This design comes from an exercise in tuning for small area and a short achievable clock period on the open sky130 flow, not from production work.
Only simulation tests tie the RTL to the original design; equivalence was not proved.
Power figures rest on the tool's default switching activity, not on a simulated workload.

==> flow/design.v <==
package osm_txq_pkg;
  localparam int unsigned C_BURST_QW   = 16;
  localparam int unsigned C_RDY_MARGIN = 16;
  localparam int unsigned ENTRY_W      = 66;
  localparam int unsigned DBG_PHASE = 16;
  localparam int unsigned DBG_RDY   = 17;
  localparam int unsigned DBG_OVF   = 18;
  localparam int unsigned DBG_TXV   = 30;
  localparam int unsigned DBG_TXR   = 31;
  typedef struct packed {
    logic        rem;
    logic        last;
    logic [63:0] data;
  } txqEntry_t;
endpackage
module osm_txq_sel8 (
  input  logic [7:0] sel,
  input  logic [7:0] d,
  output logic       y
);
  assign y = |(sel & d);
endmodule
module osm_txq_nor2 (
  input  logic a, b,
  output logic y
);
  assign y = ~(a | b);
endmodule
module osm_txq_nand4 (
  input  logic a, b, c, d,
  output logic y
);
  assign y = ~(a & b & c & d);
endmodule
module osm_txq_sel64 (
  input  logic [63:0] sel,
  input  logic [63:0] d,
  output logic        y
);
  logic [7:0] g;
  logic [3:0] h;
  for (genvar i = 0; i < 8; i++) begin : g_g
    osm_txq_sel8 u_g (.sel(sel[8*i +: 8]), .d(d[8*i +: 8]), .y(g[i]));
  end
  for (genvar i = 0; i < 4; i++) begin : g_h
    osm_txq_nor2 u_h (.a(g[2*i]), .b(g[2*i+1]), .y(h[i]));
  end
  osm_txq_nand4 u_y (.a(h[0]), .b(h[1]), .c(h[2]), .d(h[3]), .y(y));
endmodule
module osm_txq_ao221 (
  input  logic a1, a2, b1, b2, c,
  output logic y
);
  assign y = (a1 & a2) | (b1 & b2) | c;
endmodule
module osm_txq_ao21 (
  input  logic a1, a2, c,
  output logic y
);
  assign y = (a1 & a2) | c;
endmodule
module osm_txq (
  input  logic        sys_clk,
  input  logic        sys_rst,
  input  logic [63:0] npi_data,
  input  logic        npi_valid,
  input  logic        npi_last,
  input  logic        npi_rem,
  output logic        npi_rdy,
  output logic [31:0] tx_data,
  output logic        tx_valid,
  output logic        tx_last,
  input  logic        tx_ready,
  input  logic        tx_flush,
  output logic        txq_ovf,
  output logic [31:0] osm_txq2dbg
);
  logic [6:0]  occQ;
  logic [7:0]  wrHiQ, wrLoQ;
  logic [7:0]  rdHiQ, rdLoQ;
  logic [63:0] headSel;     
  logic [63:0] nextSel;     
  logic        phaseQ, headLastQ, headRemQ;
  logic        ovfQ, npiRdyQ, txValidQ, txLastQ;
  logic [31:0] txDataQ;
  logic        full, occ1, wrEn, xfer, headPair, popSel, popEn;
  logic        inc, dec, wrRem;
  logic [63:0] wrDec, wrRow;
  logic [31:0] headHi;
  logic [33:0] nextLo;
  logic [6:0]  occNxt;
  logic        phaseOut;
  logic        hLastNxt, hRemNxt;
  logic [31:0] dataNxt;
  assign full     = occQ[6];
  assign occ1     = (occQ == 7'd1);
  assign wrEn     = npi_valid & ~full & ~tx_flush;
  assign xfer     = txValidQ & tx_ready;
  assign headPair = headRemQ;    
  assign popSel   = phaseQ | headPair;
  assign popEn    = xfer & popSel & ~tx_flush;
  assign inc      = wrEn & ~popEn;
  assign dec      = popEn & ~wrEn;
  assign wrRem    = npi_last & npi_rem;
  always_comb begin
    for (int i = 0; i < 64; i++) begin
      wrDec[i]   = wrHiQ[i/8] & wrLoQ[i%8];
      headSel[i] = rdHiQ[i/8] & rdLoQ[i%8];
      nextSel[i] = rdHiQ[((i+63)%64)/8] & rdLoQ[(i+63)%8];
    end
  end
  assign wrRow = wrDec & {64{~full}};
  logic [65:0] mem [0:63];
  always_ff @(posedge sys_clk) begin
    for (int i = 0; i < 64; i++) begin
      if (wrRow[i]) begin
        mem[i] <= {wrRem, npi_last, npi_data};
      end
    end
  end
  for (genvar b = 0; b < 32; b++) begin : g_hi
    logic [63:0] col;
    for (genvar i = 0; i < 64; i++) begin : g_c
      assign col[i] = mem[i][32+b];
    end
    osm_txq_sel64 u_sel (.sel(headSel), .d(col), .y(headHi[b]));
  end
  for (genvar b = 0; b < 34; b++) begin : g_lo
    logic [63:0] col;
    for (genvar i = 0; i < 64; i++) begin : g_c
      assign col[i] = (b < 32) ? mem[i][b] : mem[i][b+32];
    end
    osm_txq_sel64 u_sel (.sel(nextSel), .d(col), .y(nextLo[b]));
  end
  always_comb begin
    if (tx_flush) begin
      occNxt = 7'd0;
    end else if (inc) begin
      occNxt = occQ + 7'd1;
    end else if (dec) begin
      occNxt = occQ - 7'd1;
    end else begin
      occNxt = occQ;
    end
  end
  assign phaseOut = xfer ? (~phaseQ & ~headPair) : phaseQ;
  logic        selN, selH, newHead;
  logic [31:0] dataOth;
  logic        lastOth, remOth, txLastOth, txLastNxt;
  assign selN    = xfer & popSel & ~occ1;
  assign selH    = xfer & ~popSel;
  assign newHead = xfer ? (popSel & occ1) : ~txValidQ;
  assign dataOth   = newHead ? npi_data[31:0] : ((xfer | ~txValidQ) ? 32'd0 : txDataQ);
  assign lastOth   = newHead ? npi_last : ((xfer & popSel) ? 1'b0 : headLastQ);
  assign remOth    = newHead ? wrRem    : ((xfer & popSel) ? 1'b0 : headRemQ);
  assign txLastOth = newHead ? wrRem :
                     xfer    ? (~popSel & headLastQ) : txLastQ;
  for (genvar b = 0; b < 32; b++) begin : g_dn
    osm_txq_ao221 u_d (.a1(selN), .a2(nextLo[b]), .b1(selH), .b2(headHi[b]),
                       .c(dataOth[b]), .y(dataNxt[b]));
  end
  osm_txq_ao21 u_hl (.a1(selN), .a2(nextLo[32]), .c(lastOth),   .y(hLastNxt));
  osm_txq_ao21 u_hr (.a1(selN), .a2(nextLo[33]), .c(remOth),    .y(hRemNxt));
  osm_txq_ao21 u_tl (.a1(selN), .a2(nextLo[33]), .c(txLastOth), .y(txLastNxt));
  always_ff @(posedge sys_clk) begin
    headLastQ <= hLastNxt;
    headRemQ  <= hRemNxt;
  end
  always_ff @(posedge sys_clk or posedge sys_rst) begin
    if (sys_rst) begin
      wrHiQ    <= 8'd1;
      wrLoQ    <= 8'd1;
      rdHiQ    <= 8'd1;
      rdLoQ    <= 8'd1;
      occQ     <= 7'd0;
      phaseQ   <= 1'b0;
      ovfQ     <= 1'b0;
      npiRdyQ  <= 1'b0;
      txValidQ <= 1'b0;
      txLastQ  <= 1'b0;
      txDataQ  <= 32'd0;
    end else begin
      if (tx_flush) begin
        wrHiQ <= 8'd1;
        wrLoQ <= 8'd1;
        rdHiQ <= 8'd1;
        rdLoQ <= 8'd1;
      end else begin
        if (wrEn) begin
          wrLoQ <= {wrLoQ[6:0], wrLoQ[7]};
          if (wrLoQ[7]) wrHiQ <= {wrHiQ[6:0], wrHiQ[7]};
        end
        if (popEn) begin
          rdLoQ <= {rdLoQ[6:0], rdLoQ[7]};
          if (rdLoQ[7]) rdHiQ <= {rdHiQ[6:0], rdHiQ[7]};
        end
      end
      occQ     <= occNxt;
      phaseQ   <= phaseOut & ~tx_flush;
      ovfQ     <= ovfQ | (npi_valid & full & ~tx_flush);
      npiRdyQ  <= tx_flush | (inc ? (occQ <= 7'd31) : dec ? (occQ <= 7'd33) : (occQ <= 7'd32));
      txValidQ <= ~tx_flush & (npi_valid & ~full | txValidQ & ~(popEn & occ1));
      txLastQ  <= txLastNxt;
      txDataQ  <= dataNxt;
    end
  end
  always_comb begin
    osm_txq2dbg      = 32'd0;
    osm_txq2dbg[6:0] = occQ;
    osm_txq2dbg[16]  = phaseQ;
    osm_txq2dbg[17]  = npiRdyQ;
    osm_txq2dbg[18]  = ovfQ;
    osm_txq2dbg[30]  = txValidQ;
    osm_txq2dbg[31]  = tx_ready;
  end
  assign npi_rdy  = npiRdyQ;
  assign tx_data  = txDataQ;
  assign tx_valid = txValidQ;
  assign tx_last  = txLastQ;
  assign txq_ovf  = ovfQ;
endmodule
Settings: LEC_CHECK=0, CAP_MARGIN=20, CORE_MARGIN=2, CORE_UTILIZATION=65, CTS_CLUSTER_DIAMETER=60, CTS_CLUSTER_SIZE=30, SETUP_SLACK_MARGIN=2.9, SLEW_MARGIN=20, SYNTH_HIERARCHICAL=1, SYNTH_MEMORY_MAX_BITS=8192, TNS_END_PERCENT=20; clock period 5.5 ns.
standard.sh (not shown) runs the stock make flow with config.mk's settings and CLKGATE_MAP_FILE= SYNTH_SCRIPT=/design/flow/synth_recipe.tcl, a recipe that flattens the netlist after the stock synthesis.
==> flow/flow/run.sh <==
#!/bin/bash
# Layout flow: the standard ORFS flow (standard synthesis unchanged),
# except that the input and output ports get sky130 buf_4 port buffers
# instead of the delay-cell buffers buffer_ports picks by default.
# make's full output goes to flow_make.log in the work folder; each ORFS
# step also keeps its own log under orfs/logs/.
set -euo pipefail
cd "$(dirname "$0")/.."
export BUFFER_PORTS_ARGS="-buffer_cell sky130_fd_sc_hd__buf_4"
bash standard.sh finish > flow_make.log 2>&1
==> next run, changes <==
--- a/flow/design.v
+++ b/flow/design.v
@@ -76,18 +76,20 @@
   output logic [31:0] osm_txq2dbg
 );
   logic [6:0]  occQ;
   logic [7:0]  wrHiQ, wrLoQ;
   logic [7:0]  rdHiQ, rdLoQ;
+  logic [63:0] wrRowQ;      
+  logic [7:0]  wrHiNxt, wrLoNxt;
   logic [63:0] headSel;     
   logic [63:0] nextSel;     
   logic        phaseQ, headLastQ, headRemQ;
   logic        ovfQ, npiRdyQ, txValidQ, txLastQ;
   logic [31:0] txDataQ;
   logic        full, occ1, wrEn, xfer, headPair, popSel, popEn;
   logic        inc, dec, wrRem;
-  logic [63:0] wrDec, wrRow;
+  logic [63:0] wrRow;
   logic [31:0] headHi;
   logic [33:0] nextLo;
   logic [6:0]  occNxt;
   logic        phaseOut;
   logic        hLastNxt, hRemNxt;
@@ -102,16 +104,15 @@
   assign inc      = wrEn & ~popEn;
   assign dec      = popEn & ~wrEn;
   assign wrRem    = npi_last & npi_rem;
   always_comb begin
     for (int i = 0; i < 64; i++) begin
-      wrDec[i]   = wrHiQ[i/8] & wrLoQ[i%8];
       headSel[i] = rdHiQ[i/8] & rdLoQ[i%8];
       nextSel[i] = rdHiQ[((i+63)%64)/8] & rdLoQ[(i+63)%8];
     end
   end
-  assign wrRow = wrDec & {64{~full}};
+  assign wrRow = wrRowQ;
   logic [65:0] mem [0:63];
   always_ff @(posedge sys_clk) begin
     for (int i = 0; i < 64; i++) begin
       if (wrRow[i]) begin
         mem[i] <= {wrRem, npi_last, npi_data};
@@ -164,10 +165,30 @@
   osm_txq_ao21 u_tl (.a1(selN), .a2(nextLo[33]), .c(txLastOth), .y(txLastNxt));
   always_ff @(posedge sys_clk) begin
     headLastQ <= hLastNxt;
     headRemQ  <= hRemNxt;
   end
+  always_comb begin
+    wrHiNxt = wrHiQ;
+    wrLoNxt = wrLoQ;
+    if (tx_flush) begin
+      wrHiNxt = 8'd1;
+      wrLoNxt = 8'd1;
+    end else if (wrEn) begin
+      wrLoNxt = {wrLoQ[6:0], wrLoQ[7]};
+      if (wrLoQ[7]) wrHiNxt = {wrHiQ[6:0], wrHiQ[7]};
+    end
+  end
+  always_ff @(posedge sys_clk or posedge sys_rst) begin
+    if (sys_rst) begin
+      wrRowQ <= 64'd1;
+    end else begin
+      for (int i = 0; i < 64; i++) begin
+        wrRowQ[i] <= wrHiNxt[i/8] & wrLoNxt[i%8] & ~occNxt[6];
+      end
+    end
+  end
   always_ff @(posedge sys_clk or posedge sys_rst) begin
     if (sys_rst) begin
       wrHiQ    <= 8'd1;
       wrLoQ    <= 8'd1;
       rdHiQ    <= 8'd1;
@@ -178,20 +199,16 @@
       npiRdyQ  <= 1'b0;
       txValidQ <= 1'b0;
       txLastQ  <= 1'b0;
       txDataQ  <= 32'd0;
     end else begin
+      wrHiQ <= wrHiNxt;
+      wrLoQ <= wrLoNxt;
       if (tx_flush) begin
-        wrHiQ <= 8'd1;
-        wrLoQ <= 8'd1;
         rdHiQ <= 8'd1;
         rdLoQ <= 8'd1;
       end else begin
-        if (wrEn) begin
-          wrLoQ <= {wrLoQ[6:0], wrLoQ[7]};
-          if (wrLoQ[7]) wrHiQ <= {wrHiQ[6:0], wrHiQ[7]};
-        end
         if (popEn) begin
           rdLoQ <= {rdLoQ[6:0], rdLoQ[7]};
           if (rdLoQ[7]) rdHiQ <= {rdHiQ[6:0], rdHiQ[7]};
         end
       end
- power grows by 0.91%
- non-clock buffer count shrinks by 141
- die area grows by about 1.1%
- core utilization shrinks by 1.3 points
- wire length shrinks by 5.2%
- via count shrinks by about 2%
- setup slack gains 42 ps

-- afterwards: timing with drivers on the ports --
The results above use ideal ports. As a check the final layouts listed here were re-extracted and re-timed, cells and wires unchanged.
Step 1 assumes that a clkbuf_16 drives the clock port and a buf_2 every other input.
Step 2, shift: input delay + t, output delay - t, t = (earliest + latest rising clock arrival at the registers) / 2. This alone moves slack from input paths to output paths.
a / b / c = ideal / step 1 / step 2; a / b = the first two.
| run | t (ns) | setup WS [ns] | latest minus earliest clock arrival (ns) | pins driven straight from the clock port |
|---|---|---|---|---|
| the first run | 1.002 | 2.568 / 2.568 / 2.133 | 0.041 / 0.041 | 1 |
| the second run | 1.006 | 2.611 / 2.550 / 2.032 | 0.045 / 0.045 | 1 |
After both steps every run listed still meets setup and hold. The setup slack of the second run, which loses most, moves by -0.061 ns with the drivers and by -0.579 ns with both steps.
